This is an optimization exercise on Yosys and OpenROAD, whose aim is small area, a short achievable clock period and few clock cycles, not a production implementation. Only simulation tests tie the RTL to the original design; equivalence was not proved. Power is estimated from default activity; no workload was simulated.

Setup of run 1:
// ProcessingElement
module ProcessingElement #(
    parameter int MaxFiltW = PECfg::DefMaxFiltW,
    parameter int MaxOutW  = PECfg::DefMaxOutW,
    parameter int MaxCh    = PECfg::DefMaxCh
) (
    input  logic                         i_clk,
    input  logic                         i_rstN,
    input  logic                         i_start,
    input  logic [$clog2(MaxFiltW+1)-1:0] i_filtW,
    input  logic [$clog2(MaxOutW+1)-1:0]  i_outW,
    input  logic [$clog2(MaxCh+1)-1:0]    i_numCh,
    input  logic                         i_ipixValid,
    input  PECfg::Pix                    i_ipix,
    input  logic                         i_wpixValid,
    input  PECfg::Pix                    i_wpix,
    output logic                         o_fwdValid,
    output PECfg::Pix                    o_fwdPix,
    output logic                         o_psumValid,
    output PECfg::Psum                   o_psum,
    output logic                         o_done
);
Settings: LEC_CHECK=0, CAP_MARGIN=20, CORE_MARGIN=2, CORE_UTILIZATION=60, SETUP_SLACK_MARGIN=5.0, SLEW_MARGIN=20; clock period 8.0 ns.
standard.sh (not shown) runs the stock make flow with config.mk's settings and CLKGATE_MAP_FILE= SYNTH_SCRIPT=/design/flow/synth_recipe.tcl, a recipe that flattens the netlist after the stock synthesis.
==> flow/flow/run.sh <==
#!/bin/bash
# The standard ORFS layout, except that the ports get a plain buffer
# (buf_2) instead of the delay cell buffer_ports picks by default.
set -euo pipefail
cd "$(dirname "$0")/.."
bash standard.sh "BUFFER_PORTS_ARGS=-buffer_cell sky130_fd_sc_hd__buf_2" finish > standard_flow.log 2>&1
Testbench counts of run 1, summed over its fixed seeds: cycles 8,124.
Here is what was changed in the inputs of run 2 compared with run 1.
diff --git a/flow/design.v b/flow/design.v
--- a/flow/design.v
+++ b/flow/design.v
@@ -1575,14 +1575,14 @@
     logic [3:0] cW1;
     logic [4:0] cR1;
     logic       run;             
     logic       pMore, wMore;    
     logic [4:0] pI;
     logic [1:0] pCh;
-    logic [1:0] wJ, wC;          
-    logic [2:0] wChDone;         
+    logic [1:0] wJ;              
+    logic [2:0] wC;              
     logic [6:0] skipCnt;         
     logic       fwdValid, pTake;
     logic [7:0] fwdPix;
     logic       fb, rep, repFin;
     logic [NPix*8-1:0] chain;
     logic [127:0] wslot;
@@ -1597,13 +1597,14 @@
     logic [4:0]  kFin, pend, dCnt, q;    
     logic        psumValid, dLastR, doneR;
     logic [19:0] outR;
     logic        drOK, drainNow, drRot, ringEn, engDone, finStep, lastDrain, ldNow;
     logic startNow, accP, accW, pRowEnd, pLastR, wLastR, pMoreN, wMoreN;
     logic [4:0] pI_n;
-    logic [1:0] pCh_n, wJ_n, wC_n;
+    logic [1:0] pCh_n, wJ_n;
+    logic [2:0] wC_n;
     assign startNow = i_start && !run;
     assign accP     = i_ipixValid && pMore;
     assign accW     = i_wpixValid && wMore;
     assign pRowEnd  = (pI == cR1);
     assign pMoreN   = pMore && !(accP && pLastR);
     assign wMoreN   = wMore && !(accW && wLastR);
@@ -1623,47 +1624,45 @@
         if (accP) begin
             pI_n  = pRowEnd ? 5'd0 : pI + 5'd1;
             pCh_n = pCh + 2'(pRowEnd);
         end
         if (accW) begin
             wJ_n = (wJ == 2'd0) ? cF1 : wJ - 2'd1;
-            wC_n = wC + 2'(wJ == 2'd0);
+            wC_n = wC + 3'(wJ == 2'd0);
         end
     end
     always_ff @(posedge i_clk) begin
         if (startNow) begin
             pI      <= '0;
             pCh     <= '0;
             wJ      <= 2'(i_filtW - 3'd1);
             wC      <= '0;
-            wChDone <= '0;
             pLastR  <= 1'b0;
             wLastR  <= (i_filtW == 3'd1) && (i_numCh == 3'd1);
         end else begin
             pI      <= pI_n;
             pCh     <= pCh_n;
             wJ      <= wJ_n;
             wC      <= wC_n;
-            wChDone <= wChDone + 3'(accW && wJ == 2'd0);
             pLastR  <= (pI_n == cR1) && (pCh_n == cC1);
-            wLastR  <= (wJ_n == 2'd0) && (wC_n == cC1);
+            wLastR  <= (wJ_n == 2'd0) && (wC_n == 3'(cC1));
         end
     end
     for (genvar k = 0; k < 16; k++) begin : g_wslot
         always_ff @(posedge i_clk) begin
-            if (accW && {wC, wJ} == 4'(k)) wslot[8*k +: 8] <= i_wpix;
+            if (accW && {wC[1:0], wJ} == 4'(k)) wslot[8*k +: 8] <= i_wpix;
         end
     end
     logic       ldDone, repRot, evX, winFull, wOK, stepReq, step, eRowEnd;
     logic [7:0] X;
     assign ldDone  = run && !pMore && !wMore;
     assign repRot  = rep && !repFin;
     assign evX     = rep ? (repRot && skipCnt == 7'd0) : pTake;
     assign X       = rep ? chain[7:0] : fwdPix;
     assign winFull = (eI >= 5'(cF1));
-    assign wOK     = (3'(eCh) < wChDone);
+    assign wOK     = (3'(eCh) < wC);
     assign stepReq = evX && winFull && (rep || !fb);
     assign step    = stepReq && (rep || wOK);
     assign eRowEnd = (eI == cR1);
     always_ff @(posedge i_clk) begin
         fwdPix <= i_ipix;
         if (!i_rstN) begin
@@ -1757,23 +1756,24 @@
     assign ringEn   = aV || drRot;
     assign finStep  = aV && aLast;
     assign lastDrain = drainNow && (dCnt == 5'(cW1));
     assign headNx = (v2 && z2) ? 19'd0 : (ringEn ? ring[RW +: RW] : ring[0 +: RW]);
     assign newv   = rowA + rowB;
     for (genvar k = 0; k < NPs; k++) begin : g_ring
-        if (k < 3) begin : g_lo
+        if (k < 2 || k == NPs - 2) begin : g_shift
             always_ff @(posedge i_clk) begin
                 if (ringEn) ring[RW*k +: RW] <= ring[RW*(k+1) +: RW];
             end
-        end else if (k == NPs - 1) begin : g_top
+        end else if (k == NPs - 1) begin : g_tail
             always_ff @(posedge i_clk) begin
                 if (ringEn) ring[RW*k +: RW] <= newv;
             end
         end else begin : g_mid
             always_ff @(posedge i_clk) begin
-                if (ringEn) ring[RW*k +: RW] <= (cW1 <= 4'(k)) ? newv : ring[RW*(k+1) +: RW];
+                if (ringEn) ring[RW*k +: RW] <= (cW1 <= 4'(k + 1)) ? ring[RW*(NPs-1) +: RW]
+                                                                  : ring[RW*(k+1) +: RW];
             end
         end
     end
     always_ff @(posedge i_clk) begin
         if (startNow) begin
             engDone <= 1'b0;
@@ -1793,13 +1793,14 @@
             kFin <= drainNow ? kFin + 5'(finStep) - 5'd1 : kFin + 5'(finStep);
             dCnt <= drainNow ? dCnt + 5'd1 : dCnt;
             q    <= drainNow ? q - 5'(finStep || drRot) + 5'd1 : q - 5'(finStep || drRot);
         end
     end
     always_comb begin
-        case (q[2:0])
+        if (q == 5'(cW1)) outSel = ring[(NPs-1)*RW +: RW];
+        else case (q[2:0])
             3'd0:    outSel = ring[0*RW +: RW];
             3'd1:    outSel = ring[1*RW +: RW];
             3'd2:    outSel = ring[2*RW +: RW];
             3'd3:    outSel = ring[3*RW +: RW];
             3'd4:    outSel = ring[4*RW +: RW];
             default: outSel = ring[5*RW +: RW];
### Flow results
Relative to run 1, fraction of the core area covered by cells at the end of the flow has gone up in run 2. The leakage power of run 2 was superior to that of run 1. Run 2: final period utilization 2.1 points above run 1. Run 1 → run 2: wire length now sits lower; placed wire-length estimate now sits lower; count of sequential standard cells now sits at about the same level; number of clock buffer instances in the layout now sits lower. Looking at launching element of the worst setup path, the cW1[3] result is from run 2; the chain[602] one comes from run 1. As of run 2, power had fallen by a few percent compared to run 1. CTS H-tree depth ends up lower on run 2. There was hardly any difference in fraction of synthesized cell area in xor and xnor cells between run 2 and run 1.
Testbench counts of run 2, summed over its fixed seeds: cycles 8,124.

---

## P
Another version of the RTL of ProcessingElement (not shown whole).
For scale: roughly 1300 flip-flops, ~63 I/O pins, about 0.053 mm^2 of cells after synthesis.
make LEC_CHECK=0 CAP_MARGIN=20 CORE_MARGIN=2 CORE_UTILIZATION=60 SETUP_SLACK_MARGIN=5.0 SLEW_MARGIN=20 finish   # period 8.0 ns
run.sh (not shown) runs the stock make flow with config.mk's settings and CLKGATE_MAP_FILE= SYNTH_SCRIPT=/design/flow/synth_recipe.tcl, a recipe that flattens the netlist after the stock synthesis.
Stock flow here: none of the scripts above is used.
Testbench counts of P, summed over its fixed seeds: cycles 8,124.
### P -> Q
--- a/flow/design.v
+++ b/flow/design.v
@@ -1752,17 +1752,16 @@
         .b3     (twR[3]),
         .h      (headNx),
         .o_rowA (rowA),
         .o_rowB (rowB)
     );
     logic [19:0] newv;
-    assign engDone  = (pend == 5'd0);
     assign drOK     = run && (kFin != 5'd0) && (q < 5'd6);
     assign ldNow    = (!pMore || (i_ipixValid && pLastR)) && (!wMore || (i_wpixValid && wLastR));
     assign drainNow = drOK && ldNow;
-    assign drRot    = drOK && ldDone && engDone;
+    assign drRot    = run && engDone;
     assign ringEn   = aV || drRot;
     assign finStep  = aV && aLast;
     assign lastDrain = drainNow && (dCnt == 5'(cW1));
     assign headNx = (v2 && z2) ? 20'd0 : (ringEn ? ring[20 +: 20] : ring[0 +: 20]);
     assign newv   = rowA + rowB;
     for (genvar k = 0; k < NPs; k++) begin : g_ring
@@ -1779,23 +1778,26 @@
                 if (ringEn) ring[20*k +: 20] <= (cW1 <= 4'(k)) ? newv : ring[20*(k+1) +: 20];
             end
         end
     end
     always_ff @(posedge i_clk) begin
         if (startNow) begin
+            engDone <= 1'b0;
             kFin <= '0;
             pend <= i_outW;
             dCnt <= '0;
             q    <= i_outW;
         end else if (ldDone && fb && !rep) begin
+            engDone <= 1'b0;
             kFin <= '0;
             pend <= 5'(cW1) + 5'd1;
             dCnt <= '0;
             q    <= 5'(cW1) + 5'd1;
         end else begin
             if (finStep) pend <= pend - 5'd1;
+            engDone <= (pend == 5'd0) || (finStep && pend == 5'd1);
             kFin <= drainNow ? kFin + 5'(finStep) - 5'd1 : kFin + 5'(finStep);
             dCnt <= drainNow ? dCnt + 5'd1 : dCnt;
             q    <= drainNow ? q - 5'(finStep || drRot) + 5'd1 : q - 5'(finStep || drRot);
         end
     end
     always_ff @(posedge i_clk) begin
==> run summary <==
The final layout from P, which completed every stage, passed the timing, design-rule and antenna checks at the end of the flow.
Q has completed all stages; timing, DRC and antenna checks passed.
Q vs. P: number of setup buffers added after CTS -about 54%; internal power contribution +about 2.7%; via count -1130.
Summary of Q over P: total length of routed met3 wires moved up, initial cell density of the core has increased, sequential cell count closely matched the old numbers, maximum frequency from static timing analysis went up.
Number of gates resized after CTS: Q vs P down 25%
Testbench counts of Q, summed over its fixed seeds: cycles 8,124.

---

## yarrow
Another version of the RTL of ProcessingElement (not shown whole).
For scale: roughly 63 I/O pins, about 0.050 mm2 of cells after synthesis.
## ProcessingElement
module ProcessingElement #(
    parameter int MaxFiltW = PECfg::DefMaxFiltW,
    parameter int MaxOutW  = PECfg::DefMaxOutW,
    parameter int MaxCh    = PECfg::DefMaxCh
) (
    input  logic                         i_clk,
    input  logic                         i_rstN,
    input  logic                         i_start,
    input  logic [$clog2(MaxFiltW+1)-1:0] i_filtW,
    input  logic [$clog2(MaxOutW+1)-1:0]  i_outW,
    input  logic [$clog2(MaxCh+1)-1:0]    i_numCh,
    input  logic                         i_ipixValid,
    input  PECfg::Pix                    i_ipix,
    input  logic                         i_wpixValid,
    input  PECfg::Pix                    i_wpix,
    output logic                         o_fwdValid,
    output PECfg::Pix                    o_fwdPix,
    output logic                         o_psumValid,
    output PECfg::Psum                   o_psum,
    output logic                         o_done
);
Settings: LEC_CHECK=0, CAP_MARGIN=20, CORE_MARGIN=2, CORE_UTILIZATION=60, SLEW_MARGIN=20; clock period 8.0 ns.
standard.sh (not shown) runs the stock make flow with config.mk's settings and CLKGATE_MAP_FILE= SYNTH_SCRIPT=/design/flow/synth_recipe.tcl, a recipe that flattens the netlist after the stock synthesis.
==> flow/flow/run.sh <==
#!/bin/bash
# The standard ORFS layout, except that the ports get a plain buffer
# (buf_2) instead of the delay cell buffer_ports picks by default, and timing
# repair aims for a little more setup slack than config.mk may ask for.
set -euo pipefail
cd "$(dirname "$0")/.."
bash standard.sh SETUP_SLACK_MARGIN=5.3 "BUFFER_PORTS_ARGS=-buffer_cell sky130_fd_sc_hd__buf_2" finish > standard_flow.log 2>&1
Testbench counts of yarrow, summed over its fixed seeds: cycles 8,124.
[inputs] xenon vs yarrow
--- a/flow/design.v
+++ b/flow/design.v
@@ -1626,34 +1626,37 @@
     logic [1:0] cC1, cF1;
     logic [3:0] cW1;
     logic [4:0] cR1;
     logic       run;             
     logic       pMore, wMore;    
     logic [4:0] pI;
     logic [1:0] pCh;
     logic [1:0] wJ;              
     logic [2:0] wC;              
     logic [6:0] skipCnt;         
     logic       fwdValid, pTake;
-    logic [7:0] fwdPix;
+    logic [7:0] fwdPix, takePix;    
     logic       fb, rep, repFin;
     logic [NPix*8-1:0] chain;
     logic [127:0] wslot;
     logic [4:0] eI;
     logic [1:0] eCh;
     logic [7:0]  twR [4];
     logic        v1, z1, f1, v2, z2, f2, aF;
     logic [18:0] rowA, rowB, headNx;
     localparam int RW = 19;
-    localparam int NL = 17;
+    localparam int NL = 8;
     logic [NL*RW-1:0] ring;
+    logic [RW-1:0]    segA, segB [2], segC [2], segD [4], dA, dB, dC, dD;
+    logic [4:0]       uLen;        
+    logic             uOn;
     logic [RW-1:0]    newR, outSel, fAge;
     logic [4:0]  dCnt;
     logic        psumValid, dLastR, doneR, drAct, f0Made, f0New, useF;
     logic [19:0] outR;
     logic        drainNow, drStart, lastDrain, ldNow, pAny;
     logic startNow, accP, accW, pRowEnd, pLastR, wLastR, pMoreN, wMoreN;
     logic [4:0] pI_n;
     logic [1:0] pCh_n, wJ_n;
     logic [2:0] wC_n;
     assign startNow = i_start && !run;
     assign accP     = i_ipixValid && pMore;
@@ -1706,30 +1709,31 @@
     end
     for (genvar k = 0; k < 16; k++) begin : g_wslot
         always_ff @(posedge i_clk) begin
             if (accW && {wC[1:0], wJ} == 4'(k)) wslot[8*k +: 8] <= i_wpix;
         end
     end
     logic       ldDone, repRot, evX, winFull, wOK, stepReq, step, eRowEnd;
     logic [7:0] X;
     assign ldDone  = run && !pMore && !wMore;
     assign repRot  = rep && !repFin;
     assign evX     = rep ? (repRot && skipCnt == 7'd0) : pTake;
-    assign X       = rep ? chain[7:0] : fwdPix;
+    assign X       = rep ? chain[7:0] : takePix;
     assign winFull = (eI >= 5'(cF1));
     assign wOK     = (3'(eCh) < wC);
     assign stepReq = evX && winFull && (rep || !fb);
     assign step    = stepReq && (rep || wOK);
     assign eRowEnd = (eI == cR1);
     always_ff @(posedge i_clk) begin
         fwdPix <= i_ipix;
+        if (accP) takePix <= i_ipix;
         if (!i_rstN) begin
             fwdValid <= 1'b0;
             pTake    <= 1'b0;
             run      <= 1'b0;
             pMore    <= 1'b0;
             wMore    <= 1'b0;
             fb       <= 1'b0;
             rep      <= 1'b0;
             repFin   <= 1'b0;
         end else begin
             fwdValid <= i_ipixValid;
@@ -1802,30 +1806,47 @@
         .b2     (twR[2]),
         .a3     (chain[72*8 +: 8]),
         .b3     (twR[3]),
         .h      (headNx),
         .o_rowA (rowA),
         .o_rowB (rowB)
     );
     assign headNx = (v2 && z2) ? 19'd0 : ring[0 +: RW];
     always_ff @(posedge i_clk) begin
         newR <= rowA + rowB;
     end
+    assign uOn  = (cR1 >= 5'd10);
+    assign uLen = cR1 - 5'd9;
+    assign dA = uLen[0] ? segA : newR;
+    assign dB = (uLen >= 5'd2 && uLen != 5'd4 && uLen != 5'd5) ? segB[1] : dA;
+    assign dC = (uLen >= 5'd8) ? segC[1] : dB;
+    assign dD = (uLen >= 5'd4) ? segD[3] : dC;
+    always_ff @(posedge i_clk) begin
+        segA    <= newR;
+        segB[0] <= dA;
+        segB[1] <= segB[0];
+        segC[0] <= dB;
+        segC[1] <= segC[0];
+        segD[0] <= dC;
+        segD[1] <= segD[0];
+        segD[2] <= segD[1];
+        segD[3] <= segD[2];
+    end
     for (genvar k = 0; k < NL; k++) begin : g_ring
         if (k == 0) begin : g_head
             always_ff @(posedge i_clk) begin
                 ring[0 +: RW] <= ring[RW +: RW];
             end
         end else if (k == NL - 1) begin : g_top
             always_ff @(posedge i_clk) begin
-                ring[RW*k +: RW] <= newR;
+                ring[RW*k +: RW] <= uOn ? dD : newR;
             end
         end else begin : g_mid
             always_ff @(posedge i_clk) begin
                 ring[RW*k +: RW] <= (cR1 <= 5'(k + 2)) ? newR : ring[RW*(k+1) +: RW];
             end
         end
     end
     assign ldNow     = (!pMore || (i_ipixValid && pLastR)) && (!wMore || (i_wpixValid && wLastR));
     assign drStart   = run && !drAct && !(fb && !rep) &&
                        (useF ? (ldNow && f0Made) : (f0New && (ldDone || ldNow)));
     assign drainNow  = drAct || drStart;
- xenon ended with every stage complete and zero timing, DRC or antenna violations.
- Summary of xenon over yarrow: buffer count excluding the clock tree in the final layout saw a decrease, post-CTS setup repair buffer count saw a decrease.
- Relative to yarrow, share of the final layout cell area in sequential cells has increased by 1.0 points in xenon.
- Compared with yarrow, xenon shows a cell count after placement that is 65 higher.
- Comparing yarrow and xenon, synthesized area is lower on xenon.
- Area: xenon vs yarrow -> xenon smaller
- Summary: with yarrow as the reference, clock distribution power in xenon moved down slightly.
- Static power due to leakage: xenon worse than yarrow
- In the reports, the flip-flop count of xenon exceeds that of yarrow.
- | sequential power | lower: yarrow |
Testbench counts of xenon, summed over its fixed seeds: cycles 8,124.

separate check: timing with driven ports:
How much do the figures lean on ideal ports? The routed layouts below were timed once more, with nothing changed but the port constraints. Step 1: set_driving_cell puts a clkbuf_16 on i_clk and a buf_2 on each other input, an assumption about the parent block. Step 2 times the ports against the registers' clock, not the clock port: input delays grow and output delays shrink by t, the midpoint of the rising clock arrivals with the driver on. a / b / c = ideal / step 1 / step 2; a / b = the first two.
run	t, ns	slack for setup (ns)	cell pins on the clock port's net
run 1	0.804	5.036 / 5.004 / 4.510	1
run 2	0.763	4.871 / 4.871 / 4.475	1
P	0.792	4.656 / 4.656 / 4.290	1
Q	0.788	4.962 / 4.949 / 4.160	1
yarrow	0.783	5.112 / 5.038 / 4.681	1
xenon	0.785	5.239 / 5.169 / 4.820	1
After both steps every run listed still meets setup and hold. For Q, which loses most, drivers alone change the setup slack by -0.013 ns; drivers and shift together by -0.802 ns.
